Context: an optimization exercise on an open-source flow, tuned for small area. The choices shown serve that exercise and are no tape-out recipe. In this exercise RTL edits were held to simulation tests only and were not proved equivalent to the original. Power figures rest on the tool's default switching activity, not on a simulated workload.

==> flow/design.v <==
`default_nettype none
package collect_pkg;
  typedef logic [7:0] sample_t;
  typedef enum logic [1:0] {
    SRC_NONE = 2'd0,   
    SRC_ADC  = 2'd1,
    SRC_UDP  = 2'd2,
    SRC_LINK = 2'd3
  } src_sel_e;
  typedef enum logic {
    PKT_IDLE = 1'b0,   
    PKT_SEND = 1'b1    
  } pkt_state_e;
  localparam int NUM_KEYS = 4;
  localparam int DEF_CNT_MAX = 999_999;
  localparam int DEF_FIFO_DEPTH = 64;
  localparam int DEF_PKT_LEN = 16;
  localparam int DEF_CREDITS = 8;
endpackage
`default_nettype wire
`default_nettype none
`timescale 1ns/100ps
module key_filter (
  input  logic sys_clk,
  input  logic sys_rst_n,
  input  logic key_in,     
  output logic key_flag    
);
  localparam logic [19:0] S_START = 20'hd7fd9;   
  localparam logic [19:0] S_END   = 20'h2aaaa;   
  logic [19:0] cnt;
  assign key_flag = (cnt == S_END);
  always_ff @(posedge sys_clk) begin
    if (key_in || !sys_rst_n) cnt <= S_START;
    else                      cnt <= {~cnt[18:0], ~(cnt[19] ^ cnt[16] ^ key_flag)};
  end
endmodule
`default_nettype wire
`default_nettype none
`timescale 1ns/100ps
module source_select (
  input  logic                          sys_clk,
  input  logic                          sys_rst_n,
  input  logic [collect_pkg::NUM_KEYS-1:0] key_flag,
  input  collect_pkg::sample_t          adc_data,
  input  logic                          adc_valid,
  input  collect_pkg::sample_t          udp_rx_data,
  input  logic                          udp_rx_valid,
  input  collect_pkg::sample_t          link_data,
  input  logic                          link_valid,
  output collect_pkg::sample_t          pick_data,    
  output logic                          pick_valid,
  output logic                          tx_en
);
  logic [3:0] mode;   
  always_ff @(posedge sys_clk) begin
    if (!sys_rst_n) mode <= '0;
    else            mode <= mode ^ key_flag;
  end
  assign tx_en = mode[0];
  assign pick_valid = mode[1] ? adc_valid : mode[2] ? udp_rx_valid : mode[3] & link_valid;
  assign pick_data  = mode[1] ? adc_data  : mode[2] ? udp_rx_data  : link_data;
endmodule
`default_nettype wire
`default_nettype none
`timescale 1ns/100ps
module sample_fifo (
  input  logic                 sys_clk,
  input  logic                 sys_rst_n,
  input  collect_pkg::sample_t pick_data,
  input  logic                 pick_valid,
  input  logic                 rd_en,       
  output collect_pkg::sample_t head_data,   
  output logic                 full,        
  output logic                 pkt_ready,   
  output logic                 overflow
);
  collect_pkg::sample_t mem [64];
  logic [6:0] top;     
  logic       pend;    
  logic       drop;    
  logic       full_next;
  logic       shift;
  assign full      = (top == 7'd63) && !pend;
  assign pkt_ready = !top[6] && ((top[5:4] != 2'd0) || (top[3:0] == 4'd15 && !pend));
  assign full_next = (top == 7'd63) && !rd_en;
  assign shift     = pick_valid && !full_next;
  always_ff @(posedge sys_clk) begin
    if (!sys_rst_n) begin
      top  <= '1;
      pend <= 1'b0;
      drop <= 1'b0;
    end else begin
      top  <= top + 7'(shift) - 7'(rd_en);
      pend <= shift;
      drop <= pick_valid && full_next;
    end
  end
  always_ff @(posedge sys_clk or negedge sys_rst_n) begin
    if (!sys_rst_n)  overflow <= 1'b0;
    else if (drop)   overflow <= 1'b1;   
  end
  always_ff @(posedge sys_clk) begin
    if (shift) begin
      mem[0] <= pick_data;
      for (int i = 1; i < 64; i++) mem[i] <= mem[i-1];
    end
  end
  assign head_data = mem[top[5:0]];
endmodule
`default_nettype wire
`default_nettype none
`timescale 1ns/100ps
module pkt_sender (
  input  logic                 sys_clk,
  input  logic                 sys_rst_n,
  input  logic                 tx_en,
  input  logic                 pkt_ready,   
  input  collect_pkg::sample_t head_data,
  output logic                 rd_en,
  input  logic                 tx_credit,   
  output collect_pkg::sample_t tx_data,
  output logic                 tx_valid,
  output logic                 tx_sop,
  output logic                 tx_eop
);
  logic       sending;
  logic [3:0] byte_cnt;   
  logic [3:0] used;       
  logic       send;
  assign send  = sending && !used[3];
  assign rd_en = send;
  always_ff @(posedge sys_clk) begin
    if (!sys_rst_n) begin
      sending  <= 1'b0;
      byte_cnt <= '0;
      used     <= '0;
    end else begin
      if (!sending) begin
        if (tx_en && pkt_ready) sending <= 1'b1;
      end else if (send && byte_cnt == 4'd15) begin
        sending <= 1'b0;
      end
      if (send) byte_cnt <= byte_cnt + 1'b1;
      used <= used + 4'(send) - 4'(tx_credit);
    end
  end
  always_ff @(posedge sys_clk or negedge sys_rst_n) begin
    if (!sys_rst_n) tx_valid <= 1'b0;
    else            tx_valid <= send;
  end
  always_ff @(posedge sys_clk) begin
    tx_data <= head_data;
  end
  assign tx_sop = tx_valid && byte_cnt == 4'd1;
  assign tx_eop = tx_valid && byte_cnt == 4'd0;
endmodule
`default_nettype wire
`default_nettype none
`timescale 1ns/100ps
module collect_top (
  input  logic                             sys_clk,
  input  logic                             sys_rst_n,
  input  logic [collect_pkg::NUM_KEYS-1:0] keys,          
  input  collect_pkg::sample_t             adc_data,
  input  logic                             adc_valid,
  input  collect_pkg::sample_t             udp_rx_data,
  input  logic                             udp_rx_valid,
  input  collect_pkg::sample_t             link_data,
  input  logic                             link_valid,
  input  logic                             tx_credit,
  output collect_pkg::sample_t             tx_data,
  output logic                             tx_valid,
  output logic                             tx_sop,
  output logic                             tx_eop,
  output logic                             overflow
);
  logic [collect_pkg::NUM_KEYS-1:0] key_flag;
  collect_pkg::sample_t             pick_data;
  logic                             pick_valid;
  logic                             tx_en;
  collect_pkg::sample_t             head_data;
  logic                             full;
  logic                             pkt_ready;
  logic                             rd_en;
  for (genvar i = 0; i < collect_pkg::NUM_KEYS; i++) begin : g_key
    key_filter key_filter_inst (
      .sys_clk  (sys_clk),
      .sys_rst_n(sys_rst_n),
      .key_in   (keys[i]),
      .key_flag (key_flag[i])
    );
  end
  source_select source_select_inst (
    .sys_clk     (sys_clk),
    .sys_rst_n   (sys_rst_n),
    .key_flag    (key_flag),
    .adc_data    (adc_data),
    .adc_valid   (adc_valid),
    .udp_rx_data (udp_rx_data),
    .udp_rx_valid(udp_rx_valid),
    .link_data   (link_data),
    .link_valid  (link_valid),
    .pick_data   (pick_data),
    .pick_valid  (pick_valid),
    .tx_en       (tx_en)
  );
  sample_fifo sample_fifo_inst (
    .sys_clk   (sys_clk),
    .sys_rst_n (sys_rst_n),
    .pick_data (pick_data),
    .pick_valid(pick_valid),
    .rd_en     (rd_en),
    .head_data (head_data),
    .full      (full),
    .pkt_ready (pkt_ready),
    .overflow  (overflow)
  );
  pkt_sender pkt_sender_inst (
    .sys_clk  (sys_clk),
    .sys_rst_n(sys_rst_n),
    .tx_en    (tx_en),
    .pkt_ready(pkt_ready),
    .head_data(head_data),
    .rd_en    (rd_en),
    .tx_credit(tx_credit),
    .tx_data  (tx_data),
    .tx_valid (tx_valid),
    .tx_sop   (tx_sop),
    .tx_eop   (tx_eop)
  );
endmodule
`default_nettype wire
==> flow/config.mk <==
export PLATFORM = sky130hd
export DESIGN_NAME = collect_top
export DESIGN_NICKNAME = collect_top
export VERILOG_FILES = /design/flow/design.v
export SDC_FILE = /design/flow/constraint.sdc
export NUM_CORES = 4
export LEC_CHECK = 0
export CAP_MARGIN = 20
export CORE_MARGIN = 2
export CORE_UTILIZATION = 40
export SLEW_MARGIN = 20
==> flow/constraint.sdc <==
create_clock -name core_clock -period 4.0 [get_ports {sys_clk}]
set_input_delay 0.8000 -clock core_clock [delete_from_list [all_inputs] [get_ports {sys_clk}]]
set_output_delay 0.8000 -clock core_clock [all_outputs]
set_load 0.01 [all_outputs]
standard.sh (not shown) runs the stock make flow with config.mk's settings and CLKGATE_MAP_FILE= SYNTH_SCRIPT=/design/flow/synth_recipe.tcl, a recipe that flattens the netlist after the stock synthesis.
==> flow/flow/run.sh <==
#!/bin/bash
# Layout flow: the standard flow (standard.sh) with these changes:
#  - Yosys's abc step maps the logic with the area-oriented script in
#    flow/abc_speed.script (the registers are mapped before abc, as standard);
#  - clock tree synthesis uses the buffers and clustering given below and
#    inserts no dummy loads;
#  - every input and output port still gets its own buffer, a buf_1.
# Each tool's full output is in the ORFS logs under orfs/logs; make's own
# output is in standard_flow.log.
set -euo pipefail
W=$(pwd)
rm -rf "$W/scripts_mod"
cp -r "$FLOW_HOME/scripts" "$W/scripts_mod"
cp "$W/flow/abc_speed.script" "$W/scripts_mod/abc_speed.script"
bash "$W/standard.sh" SCRIPTS_DIR="$W/scripts_mod" \
  "CTS_ARGS=-sink_clustering_enable -repair_clock_nets -dont_use_dummy_load -buf_list sky130_fd_sc_hd__clkbuf_4" \
  "BUFFER_PORTS_ARGS=-buffer_cell sky130_fd_sc_hd__buf_1" \
  finish > "$W/standard_flow.log" 2>&1
==> flow/flow/abc_speed.script <==
&get -n
&st
&dch
&nf -a
&put
topo
stime -c
The starting point passed the timing, DRC and antenna checks.
Edit:
--- a/flow/flow/run.sh
+++ b/flow/flow/run.sh
@@ -16 +16 @@
-  "CTS_ARGS=-sink_clustering_enable -repair_clock_nets -dont_use_dummy_load -buf_list sky130_fd_sc_hd__clkbuf_4" \
+  "CTS_ARGS=-sink_clustering_enable -repair_clock_nets -dont_use_dummy_load -buf_list sky130_fd_sc_hd__clkbuf_16 -sink_clustering_size 30 -sink_clustering_max_diameter 80" \
Total power went down by a little under a tenth.
Wire length went down by a few percent.
Synthesized cell count is unchanged.
Non-clock buffer count went down by 1.
Sequential power stays flat.
Setup slack gains 0.066 ns.
Flip-flop and latch count is unchanged.
Die area stays the same.
Core utilization went down by 0.86 points.
Maximum frequency went up by a few percent.
Edit:
==> flow/run.sh (new file) <==
#!/bin/bash
# synth_recipe.tcl (not shown) runs the flow's synth.tcl, then flattens the netlist and writes it again
# the make line also repeats each setting of config.mk as NAME=value (left out here)
make -C /OpenROAD-flow-scripts/flow DESIGN_CONFIG=/design/flow/config.mk WORK_HOME=/design/flow/orfs CLKGATE_MAP_FILE= SYNTH_SCRIPT=/design/flow/synth_recipe.tcl finish
- CTS_BUF_LIST: unset -> sky130_fd_sc_hd__clkbuf_4
removed: flow/flow/run.sh
removed: flow/flow/abc_speed.script
removed: flow/standard.sh
=> Fmax is higher by 1.4%; first-iteration DRC count is higher by 63%; sequential share of layout area is lower by 6.9 points; power is higher by 26%; via count is higher by 24%; register-to-register slack improved by 0.11 ns; die area is higher by 4.3%; clock skew is higher by 0.0070 ns.
Edit:
==> flow/flow/run.sh (new file) <==
#!/bin/bash
# Layout flow: the standard flow (standard.sh) with these changes:
#  - Yosys's abc step maps the logic with the area-oriented script in
#    flow/abc_speed.script (the registers are mapped before abc, as standard);
#  - clock tree synthesis uses the buffers and clustering given below and
#    inserts no dummy loads;
#  - every input and output port still gets its own buffer, a buf_1.
# Each tool's full output is in the ORFS logs under orfs/logs; make's own
# output is in standard_flow.log.
set -euo pipefail
W=$(pwd)
rm -rf "$W/scripts_mod"
cp -r "$FLOW_HOME/scripts" "$W/scripts_mod"
cp "$W/flow/abc_speed.script" "$W/scripts_mod/abc_speed.script"
bash "$W/standard.sh" SCRIPTS_DIR="$W/scripts_mod" \
  "CTS_ARGS=-sink_clustering_enable -repair_clock_nets -dont_use_dummy_load -buf_list sky130_fd_sc_hd__clkbuf_8 -sink_clustering_size 18 -sink_clustering_max_diameter 60" \
  "BUFFER_PORTS_ARGS=-buffer_cell sky130_fd_sc_hd__buf_1" \
  finish > "$W/standard_flow.log" 2>&1
==> flow/flow/abc_speed.script (new file) <==
&get -n
&st
&dch
&nf -a
&put
topo
stime -c
==> flow/standard.sh (new file) <==
#!/bin/bash
# synth_recipe.tcl (not shown) runs the flow's synth.tcl, then flattens the netlist and writes it again
# the make line also repeats each setting of config.mk as NAME=value (left out here)
make -C /OpenROAD-flow-scripts/flow DESIGN_CONFIG=/design/flow/config.mk WORK_HOME=/design/flow/orfs CLKGATE_MAP_FILE= SYNTH_SCRIPT=/design/flow/synth_recipe.tcl "${@:-finish}"
- CTS_BUF_LIST: sky130_fd_sc_hd__clkbuf_4 -> unset
removed: flow/run.sh
The changed run completed with no timing, DRC or antenna violations.
Worst hold slack loses 0.055 ns.
Via count goes down by about a fifth.
Total power came out lower by about a fifth.

[port drivers added, routing unchanged]
How much do the figures lean on ideal ports? The routed layouts below were timed once more, with nothing changed but the port constraints.
Step 1 assumes that a clkbuf_16 drives the clock port and a buf_2 every other input.
Step 2 times the ports against the registers' clock, not the clock port: input delays grow and output delays shrink by t, the midpoint of the rising clock arrivals with the driver on.
Slacks: ideal / step 1 / step 2; pairs: ideal / step 1.
| run | t (ns) | setup WS [ns] | worst setup path at the end | slew at the worst register clock pin (ns) |
|---|---|---|---|---|
| the first run | 0.980 | 0.637 / 0.637 / 0.637 | register to register | 0.07 / 0.07 |
| the second run | 0.639 | 0.703 / 0.703 / 0.703 | register to register | 0.12 / 0.12 |
| the third run | 1.066 | 0.748 / 0.697 / 0.676 | input to register | 0.08 / 0.08 |
| the fourth run | 0.673 | 0.671 / 0.671 / 0.671 | register to register | 0.12 / 0.12 |
After both steps setup and hold are still met in every run listed. The setup slack of the third run, which loses most, moves by -0.051 ns with the drivers and by -0.072 ns with both steps.
